This design comes from an exercise in tuning for small area, a short achievable clock period and few clock cycles per item on the open sky130 flow, not from production work. Function was checked by simulation only, so behaviour that the tests miss may differ from the original.

==> branch raven: inputs <==
==> flow/design.v <==
package dotrq_pkg;
   localparam logic [2:0] STATUS_RELEASED  = 3'd0;
   localparam logic [2:0] STATUS_QUEUED    = 3'd1;
   localparam logic [2:0] STATUS_SUBMITTED = 3'd2;
   localparam logic [2:0] STATUS_REFUSED   = 3'd3;
   localparam logic [2:0] STATUS_FULL      = 3'd4;
   localparam logic [4:0] MAX_ROOM = 5'd16;
endpackage
module dotrq_le #(
   parameter int W = 32
) (
   input  logic [W-1:0] a,
   input  logic [W-1:0] b,
   output logic         le
);
   localparam int L = $clog2(W);
   logic [L:0][W-1:0] g;
   logic [L:0][W-1:0] p;
   for (genvar i = 0; i < W; i++) begin : g_bit
      assign g[0][i] = a[i] & ~b[i];
      assign p[0][i] = a[i] | ~b[i];
   end
   for (genvar l = 0; l < L; l++) begin : g_lvl
      for (genvar i = 0; i < (W >> (l + 1)); i++) begin : g_node
         assign g[l+1][i] = g[l][2*i+1] | (p[l][2*i+1] & g[l][2*i]);
         assign p[l+1][i] = p[l][2*i+1] & p[l][2*i];
      end
      for (genvar i = (W >> (l + 1)); i < W; i++) begin : g_pad
         assign g[l+1][i] = 1'b0;
         assign p[l+1][i] = 1'b0;
      end
   end
   assign le = ~g[L][0];
endmodule
module deadline_ordered_task_release_queue_unit #(
   parameter int QUEUE_DEPTH = 16
) (
   input  logic        clock,
   input  logic        reset,
   input  logic        req_valid,
   output logic        req_stall,
   input  logic        req_command,
   input  logic [31:0] req_current_time,
   input  logic [31:0] req_deadline,
   input  logic [15:0] req_task_id,
   input  logic        req_executor_stopped,
   input  logic [4:0]  req_executor_room,
   output logic        rsp_valid,
   input  logic        rsp_stall,
   output logic [15:0] rsp_out_task_id,
   output logic [2:0]  rsp_status,
   output logic [4:0]  rsp_pending_count,
   output logic        rsp_last
);
   localparam int N  = QUEUE_DEPTH;     
   localparam int NW = $clog2(N);
   localparam int Q  = 4;               
   function automatic logic [N-1:0] rotl1(input logic [N-1:0] x);
      rotl1 = {x[N-2:0], x[N-1]};
   endfunction
   function automatic logic [NW-1:0] enc(input logic [N-1:0] x);
      enc = '0;
      for (int i = 0; i < N; i++) enc = enc | ({NW{x[i]}} & NW'(i));
   endfunction
   logic [N-1:0][31:0]    d_ff;
   logic [N-1:0][15:0]    i_ff;
   logic [N-1:0]          v_ff, p_ff, l_ff;
   logic [N-1:0]          h_ff, t_ff, r_ff;      
   logic [NW-1:0]         hb_ff, tb_ff;          
   logic                  full_ff;               
   logic [N:0]            fr_ff;                 
   logic                  r_v, r_sched, r_tick, r_due, r_refuse;
   logic [4:0]            r_room;
   logic [31:0]           r_key;
   logic [15:0]           r_id;
   logic                  e_v, e_sched, e_tick, e_due, e_refuse, e_ins;
   logic [N-1:0]          e_th;                  
   logic [N-1:0]          e_r1h;                 
   logic [31:0]           e_dl;
   logic [15:0]           e_id;
   logic [N-1:0]          e_c;
   logic [Q-1:0][15:0]    t_id;
   logic [Q-1:0][2:0]     t_st;                  
   logic [Q-1:0]          t_rd, t_wr;            
   logic [Q:0]            t_cnt;                 
   logic                  o_v, o_last;
   logic [15:0]           o_id;
   logic [2:0]            o_st;
   logic [4:0]            o_pend;
   logic                  stall_ff;
   logic [N-1:0]  a_m, b_m, tk_new, tk_prev, wr, win, doomed, h_r, h_b, h_nx, l_nx;
   logic          has_free, tok_ok, ins_try, any_d, all_a;
   logic          needs_tok, blocked, e_fire, ins, rel, push, first_last;
   logic          pop_p, pop_t, o_load, have, byp_ok, byp, byp_g, cell_out;
   assign has_free = fr_ff[1];
   assign tok_ok   = !t_cnt[Q];
   assign a_m = v_ff & e_c;
   assign b_m = v_ff & ~e_c;
   for (genvar i = 0; i < N; i++) begin : g_ins
      localparam int IP = (i + N - 1) % N;
      assign tk_prev[i] = b_m[IP];
      assign tk_new[i]  = (h_ff[i] || a_m[IP]) && !a_m[i];
   end
   assign ins_try = e_v && e_ins && !full_ff;
   assign ins     = ins_try && tok_ok && has_free;
   assign wr      = ins ? (tk_prev | tk_new) : '0;
   always_comb begin
      win = '0;
      h_r = '0;
      for (int i = 0; i < N; i++) begin
         for (int j = 0; j < N; j++) begin
            win[i] = win[i] | (h_ff[j] & e_th[(i + N - j) % N]);
            h_r[i] = h_r[i] | (h_ff[j] & e_r1h[(i + N - j) % N]);
         end
      end
   end
   assign any_d  = |(a_m & h_ff) && e_th[0];
   assign doomed = a_m & win;
   assign all_a  = &a_m;
   for (genvar i = 0; i < N; i++) begin : g_tick
      localparam int IP = (i + N - 1) % N;
      localparam int IN = (i + 1) % N;
      assign h_b[i]  = all_a ? (h_ff[i] && e_th[N-1]) : (a_m[IP] && !a_m[i]);
      assign h_nx[i] = (h_r[i] && a_m[i]) || (h_b[i] && (win[i] || h_r[i]));
   end
   for (genvar i = 0; i < N; i++) begin : g_last
      assign l_nx[i] = h_nx[(i + 1) % N];
   end
   assign first_last = !e_th[1] || !(|(a_m & rotl1(h_ff)));
   assign needs_tok = e_v && (e_sched || (e_tick && any_d));
   assign blocked   = (e_v && (e_sched || e_tick) && !tok_ok) || (ins_try && !has_free);
   assign e_fire    = e_v && !blocked;
   assign rel       = e_v && e_tick && any_d && tok_ok;
   logic [2:0]  n_st;
   always_comb begin
      n_st = dotrq_pkg::STATUS_QUEUED;
      if (e_tick) begin
         n_st = dotrq_pkg::STATUS_RELEASED;
      end else if (e_due) begin
         n_st = e_refuse ? dotrq_pkg::STATUS_REFUSED : dotrq_pkg::STATUS_SUBMITTED;
      end else if (full_ff) begin
         n_st = dotrq_pkg::STATUS_FULL;
      end
   end
   logic [15:0] rd_id;
   logic        rd_last;
   logic        h_kind;
   logic [15:0] h_id;
   logic [2:0]  h_st;
   always_comb begin
      rd_id = '0;
      for (int i = 0; i < N; i++) rd_id = rd_id | ({16{r_ff[i]}} & i_ff[i]);
      h_id   = '0;
      h_st   = '0;
      for (int q = 0; q < Q; q++) begin
         h_id   = h_id   | ({16{t_rd[q]}} & t_id[q]);
         h_st   = h_st   | ({3{t_rd[q]}} & t_st[q]);
      end
   end
   assign h_kind = h_st == dotrq_pkg::STATUS_RELEASED;
   assign rd_last = |(r_ff & l_ff);
   assign have   = t_cnt[1];
   assign o_load = !o_v || !rsp_stall;
   assign pop_p  = o_load && have && h_kind;
   assign pop_t  = o_load && have && (!h_kind || rd_last);
   assign byp_ok   = o_load && !have;
   assign byp      = byp_ok && e_fire && needs_tok;
   assign byp_g    = byp_ok && rel;
   assign push     = e_fire && needs_tok && !(byp_ok && (e_sched || first_last));
   assign cell_out = pop_p || byp_g;
   logic         accept;
   logic         due_in;
   logic [4:0]   room_in;
   assign accept  = req_valid && !stall_ff;
   assign room_in = (req_executor_room > dotrq_pkg::MAX_ROOM) ? dotrq_pkg::MAX_ROOM :
                    req_executor_room;
   dotrq_le u_le_due (.a(req_deadline), .b(req_current_time), .le(due_in));
   logic         adv;
   logic [N-1:0] c_raw, c_in, th_r, r1h_r;
   logic         c_new;
   assign adv = r_v && !(e_v && blocked);
   for (genvar i = 0; i < N; i++) begin : g_cmp
      localparam int IP = (i + N - 1) % N;
      dotrq_le u_le (.a(d_ff[i]), .b(r_key), .le(c_raw[i]));
      assign c_in[i] = !wr[i] ? c_raw[i] : tk_new[i] ? c_new : c_raw[IP];
   end
   dotrq_le u_le_new (.a(e_dl), .b(r_key), .le(c_new));
   always_comb begin
      for (int j = 0; j < N; j++) begin
         th_r[j]  = 5'(j) < r_room;
         r1h_r[j] = (5'(j) == r_room);
      end
   end
   logic [N-1:0]  rel_m, out_m;
   logic [Q:0]    t_cnt_in;
   logic          occ_in, sched_in, tok_in, free_in, stall_in;
   assign rel_m = rel ? doomed : '0;
   assign out_m = cell_out ? r_ff : '0;
   always_comb begin
      t_cnt_in = t_cnt;
      if (push && !pop_t) t_cnt_in = {t_cnt[Q-1:0], 1'b1};
      if (pop_t && !push) t_cnt_in = {1'b0, t_cnt[Q:1]};
   end
   assign occ_in   = adv || (e_v && blocked);
   assign sched_in = adv ? (r_sched && !r_due) : e_ins;
   assign tok_in   = adv ? (r_sched || r_tick) : (e_sched || e_tick);
   assign free_in  = fr_ff[2] || (fr_ff[1] && !(ins && !pop_p)) || pop_p;
   logic push_est, tok_full_in;
   assign push_est    = e_v && !blocked && (e_sched || e_tick);
   assign tok_full_in = (t_cnt[Q] && !(pop_t && !push_est)) ||
                        (t_cnt[Q-1] && push_est && !pop_t);
   assign stall_in = (accept || (r_v && !adv)) && occ_in &&
                     ((tok_in && tok_full_in) || (sched_in && !free_in));
   always_ff @(posedge clock) begin
      if (reset) begin
         v_ff     <= '0;
         p_ff     <= '0;
         h_ff     <= N'(1);
         t_ff     <= N'(1);
         r_ff     <= N'(1);
         hb_ff    <= '0;
         tb_ff    <= '0;
         full_ff  <= 1'b0;
         fr_ff    <= '1;
         r_v      <= 1'b0;
         e_v      <= 1'b0;
         t_rd     <= Q'(1);
         t_wr     <= Q'(1);
         t_cnt    <= (Q+1)'(1);
         o_v      <= 1'b0;
         stall_ff <= 1'b0;
      end else begin
         v_ff     <= (v_ff & ~rel_m) | wr;
         p_ff     <= (p_ff | rel_m) & ~out_m;
         if (rel) begin
            h_ff  <= h_nx;
            hb_ff <= enc(h_nx);
         end
         if (ins) begin
            t_ff  <= rotl1(t_ff);
            tb_ff <= tb_ff + NW'(1);
         end
         if (cell_out) r_ff <= rotl1(r_ff);
         full_ff  <= (full_ff && !rel) || (ins && (tb_ff + NW'(1) == hb_ff));
         if (ins && !cell_out) fr_ff <= {1'b0, fr_ff[N:1]};
         if (cell_out && !ins) fr_ff <= {fr_ff[N-1:0], 1'b1};
         r_v      <= accept || (r_v && !adv);
         e_v      <= occ_in;
         if (push)  t_wr <= {t_wr[Q-2:0], t_wr[Q-1]};
         if (pop_t) t_rd <= {t_rd[Q-2:0], t_rd[Q-1]};
         t_cnt    <= t_cnt_in;
         if (o_load) o_v <= have || byp;
         stall_ff <= stall_in;
      end
   end
   for (genvar i = 0; i < N; i++) begin : g_cell
      localparam int IP = (i + N - 1) % N;
      logic s_hold, s_prev, s_new;
      assign s_hold = !wr[i];
      assign s_prev = wr[i] && !tk_new[i];
      assign s_new  = wr[i] && tk_new[i];
      always_ff @(posedge clock) begin
         d_ff[i] <= ({32{s_hold}} & d_ff[i]) | ({32{s_prev}} & d_ff[IP]) | ({32{s_new}} & e_dl);
         i_ff[i] <= ({16{s_hold}} & i_ff[i]) | ({16{s_prev}} & i_ff[IP]) | ({16{s_new}} & e_id);
         if (rel_m[i]) l_ff[i] <= l_nx[i];
      end
   end
   always_ff @(posedge clock) begin
      if (!stall_ff) begin
         r_sched  <= !req_command;
         r_tick   <= req_command && !req_executor_stopped;
         r_due    <= due_in;
         r_refuse <= req_executor_stopped || (room_in == '0);
         r_room   <= room_in;
         r_key    <= req_command ? req_current_time : req_deadline;
         r_id     <= req_task_id;
      end
   end
   always_ff @(posedge clock) begin
      if (!(e_v && blocked)) begin
         e_sched  <= r_sched;
         e_tick   <= r_tick;
         e_due    <= r_due;
         e_ins    <= r_sched && !r_due;
         e_refuse <= r_refuse;
         e_th     <= th_r;
         e_r1h    <= r1h_r;
         e_dl     <= r_key;
         e_id     <= r_id;
         e_c      <= c_in;
      end
   end
   always_ff @(posedge clock) begin
      for (int q = 0; q < Q; q++) begin
         if (push && t_wr[q]) begin
            t_id[q]   <= e_id;
            t_st[q]   <= n_st;
         end
      end
   end
   logic [2:0] o_st_in;
   assign o_st_in = have ? h_st : n_st;
   logic [4:0] o_pend_up, o_pend_dn;
   assign o_pend_up = o_pend + 5'd1;
   assign o_pend_dn = o_pend - 5'd1;
   always_ff @(posedge clock) begin
      if (reset) begin
         o_pend <= '0;
      end else if (o_load && (have || byp)) begin
         if (o_st_in == dotrq_pkg::STATUS_QUEUED) begin
            o_pend <= o_pend_up;
         end else if (o_st_in == dotrq_pkg::STATUS_RELEASED) begin
            o_pend <= o_pend_dn;
         end
      end
   end
   always_ff @(posedge clock) begin
      if (o_load && have) begin
         o_id   <= h_kind ? rd_id : h_id;
         o_st   <= h_st;
         o_last <= !h_kind || rd_last;
      end else if (byp) begin
         o_id   <= e_tick ? rd_id : e_id;
         o_st   <= n_st;
         o_last <= e_sched || first_last;
      end
   end
   assign req_stall         = stall_ff;
   assign rsp_valid         = o_v;
   assign rsp_out_task_id   = o_id;
   assign rsp_status        = o_st;
   assign rsp_pending_count = o_pend;
   assign rsp_last          = o_last;
endmodule
==> flow/run.sh <==
#!/bin/bash
# synth_recipe.tcl (not shown) runs the flow's synth.tcl, then flattens the netlist and writes it again
# the make line also repeats each setting of config.mk as NAME=value (left out here)
make -C /OpenROAD-flow-scripts/flow DESIGN_CONFIG=/design/flow/config.mk WORK_HOME=/design/flow/orfs CLKGATE_MAP_FILE= SYNTH_SCRIPT=/design/flow/synth_recipe.tcl finish
==> flow/config.mk <==
export PLATFORM = sky130hd
export DESIGN_NAME = deadline_ordered_task_release_queue_unit
export DESIGN_NICKNAME = deadline_ordered_task_release_queue_unit
export VERILOG_FILES = /design/flow/design.v
export SDC_FILE = /design/flow/constraint.sdc
export NUM_CORES = 4
export LEC_CHECK = 0
export CAP_MARGIN = 20
export CORE_MARGIN = 2
export CORE_UTILIZATION = 40
export SETUP_SLACK_MARGIN = 2.8
export SLEW_MARGIN = 20
export SYNTH_HIERARCHICAL = 1
export SYNTH_MINIMUM_KEEP_SIZE = 0
==> flow/constraint.sdc <==
create_clock -name core_clock -period 5.5 [get_ports {clock}]
set_input_delay 1.1000 -clock core_clock [delete_from_list [all_inputs] [get_ports {clock}]]
set_output_delay 1.1000 -clock core_clock [all_outputs]
set_load 0.01 [all_outputs]
==> branch harbor (differences from branch raven) <==
--- a/flow/design.v
+++ b/flow/design.v
@@ -9,26 +9,23 @@
 module dotrq_le #(
-   parameter int W = 32
+   parameter int W = 32                 
 ) (
    input  logic [W-1:0] a,
-   input  logic [W-1:0] b,
+   input  logic [W-1:0] nb,
    output logic         le
 );
-   localparam int L = $clog2(W);
-   logic [L:0][W-1:0] g;
-   logic [L:0][W-1:0] p;
-   for (genvar i = 0; i < W; i++) begin : g_bit
-      assign g[0][i] = a[i] & ~b[i];
-      assign p[0][i] = a[i] | ~b[i];
-   end
-   for (genvar l = 0; l < L; l++) begin : g_lvl
-      for (genvar i = 0; i < (W >> (l + 1)); i++) begin : g_node
-         assign g[l+1][i] = g[l][2*i+1] | (p[l][2*i+1] & g[l][2*i]);
-         assign p[l+1][i] = p[l][2*i+1] & p[l][2*i];
-      end
-      for (genvar i = (W >> (l + 1)); i < W; i++) begin : g_pad
-         assign g[l+1][i] = 1'b0;
-         assign p[l+1][i] = 1'b0;
-      end
+   logic [W/4-1:0] g4, p4;
+   for (genvar k = 0; k < W / 4; k++) begin : g_grp
+      logic [3:0] g, p;
+      assign g = a[4*k+3:4*k] & nb[4*k+3:4*k];
+      assign p = a[4*k+3:4*k] | nb[4*k+3:4*k];
+      assign g4[k] = g[3] | (p[3] & g[2]) | (p[3] & p[2] & g[1]) |
+                     (p[3] & p[2] & p[1] & g[0]);
+      assign p4[k] = &p;
+   end
+   logic gt;
+   always_comb begin
+      gt = 1'b0;
+      for (int k = 0; k < W / 4; k++) gt = g4[k] | (p4[k] & gt);
    end
-   assign le = ~g[L][0];
+   assign le = ~gt;
 endmodule
@@ -176,3 +173,3 @@
                     req_executor_room;
-   dotrq_le u_le_due (.a(req_deadline), .b(req_current_time), .le(due_in));
+   dotrq_le u_le_due (.a(req_deadline), .nb(~req_current_time), .le(due_in));
    logic         adv;
@@ -180,2 +177,4 @@
    logic         c_new;
+   logic [31:0]  r_nkey;
+   assign r_nkey = ~r_key;
    assign adv = r_v && !(e_v && blocked);
@@ -183,6 +182,6 @@
       localparam int IP = (i + N - 1) % N;
-      dotrq_le u_le (.a(d_ff[i]), .b(r_key), .le(c_raw[i]));
+      dotrq_le u_le (.a(d_ff[i]), .nb(r_nkey), .le(c_raw[i]));
       assign c_in[i] = !wr[i] ? c_raw[i] : tk_new[i] ? c_new : c_raw[IP];
    end
-   dotrq_le u_le_new (.a(e_dl), .b(r_key), .le(c_new));
+   dotrq_le u_le_new (.a(e_dl), .nb(r_nkey), .le(c_new));
    always_comb begin
Settings changed: CELL_PAD_IN_SITES_DETAIL_PLACEMENT set to 1, CTS_CLUSTER_DIAMETER set to 60, CTS_CLUSTER_SIZE set to 20.
==> summary.md <==
| Metric | Value |
|---|---|
| Largest net degree at the start of global routing | `96` |
| Via Count | `59.7k` |
| Outcome | `finished clean` |
| Post-Syn Area | `between 50,000 and 60,000 um2` |
| DR WL/cell | `33.4 um` |
| Vias in the first global route | `~57k` |
| Multi-input comb cells | `about 3.4k` |
| Synth top area cells | `dfxtp_1 31%, edfxtp_1 14%, a222oi_1 14%` |
| Post-detailed-routing wire length | `around 270,000 um` |
| Post-route cell area | `68,200 um2` |
That was branch harbor.
==> summary.md <==
| Metric | Value |
|---|---|
| Post-route cell area | `68,900 um2` |
| Via Count | `roughly 56k` |
| Synth top area cells | `dfxtp_1 30%, a222oi_1 14%, edfxtp_1 14%` |
| Post-Syn Area | `58,100 um2` |
| Outcome | `finished clean` |
| Multi-input comb cells | `3,427` |
That was branch raven.
Testbench counts of branch raven, summed over its fixed seeds: cycles 14,186, items 12,000.
Testbench counts of branch harbor, summed over its fixed seeds: cycles 14,186, items 12,000.

afterwards: timing with drivers on the ports:
The flow's constraints put no driver on any port. The routed layouts listed below were extracted and timed again, unchanged, in two steps. Step 1 (the two cells are an assumption about what drives the block):
set clk [get_ports {clock}]
set_driving_cell -lib_cell sky130_fd_sc_hd__clkbuf_16 $clk
set_driving_cell -lib_cell sky130_fd_sc_hd__buf_2 [delete_from_list [all_inputs] $clk]
Step 2 times the ports against the registers' clock, not the clock port: input delays grow and output delays shrink by t, the midpoint of the rising clock arrivals with the driver on. a / b / c = ideal ports / drivers / drivers and shift; a / b = the first two.
| run | shift t [ns] | setup WS [ns] | worst setup path after step 2 | worst data-port slew with drivers (ns) | cell pins on the clock port's net |
|---|---|---|---|---|---|
| branch raven | 0.833 | 2.749 / 2.749 / 2.099 | input to register | 0.07 | 1 |
| branch harbor | 0.844 | 2.412 / 2.412 / 2.210 | input to register | 0.05 | 1 |
After both steps setup and hold are still met in every run listed. The setup slack of branch raven, which loses most, moves by 0.000 ns with the drivers and by -0.650 ns with both steps.
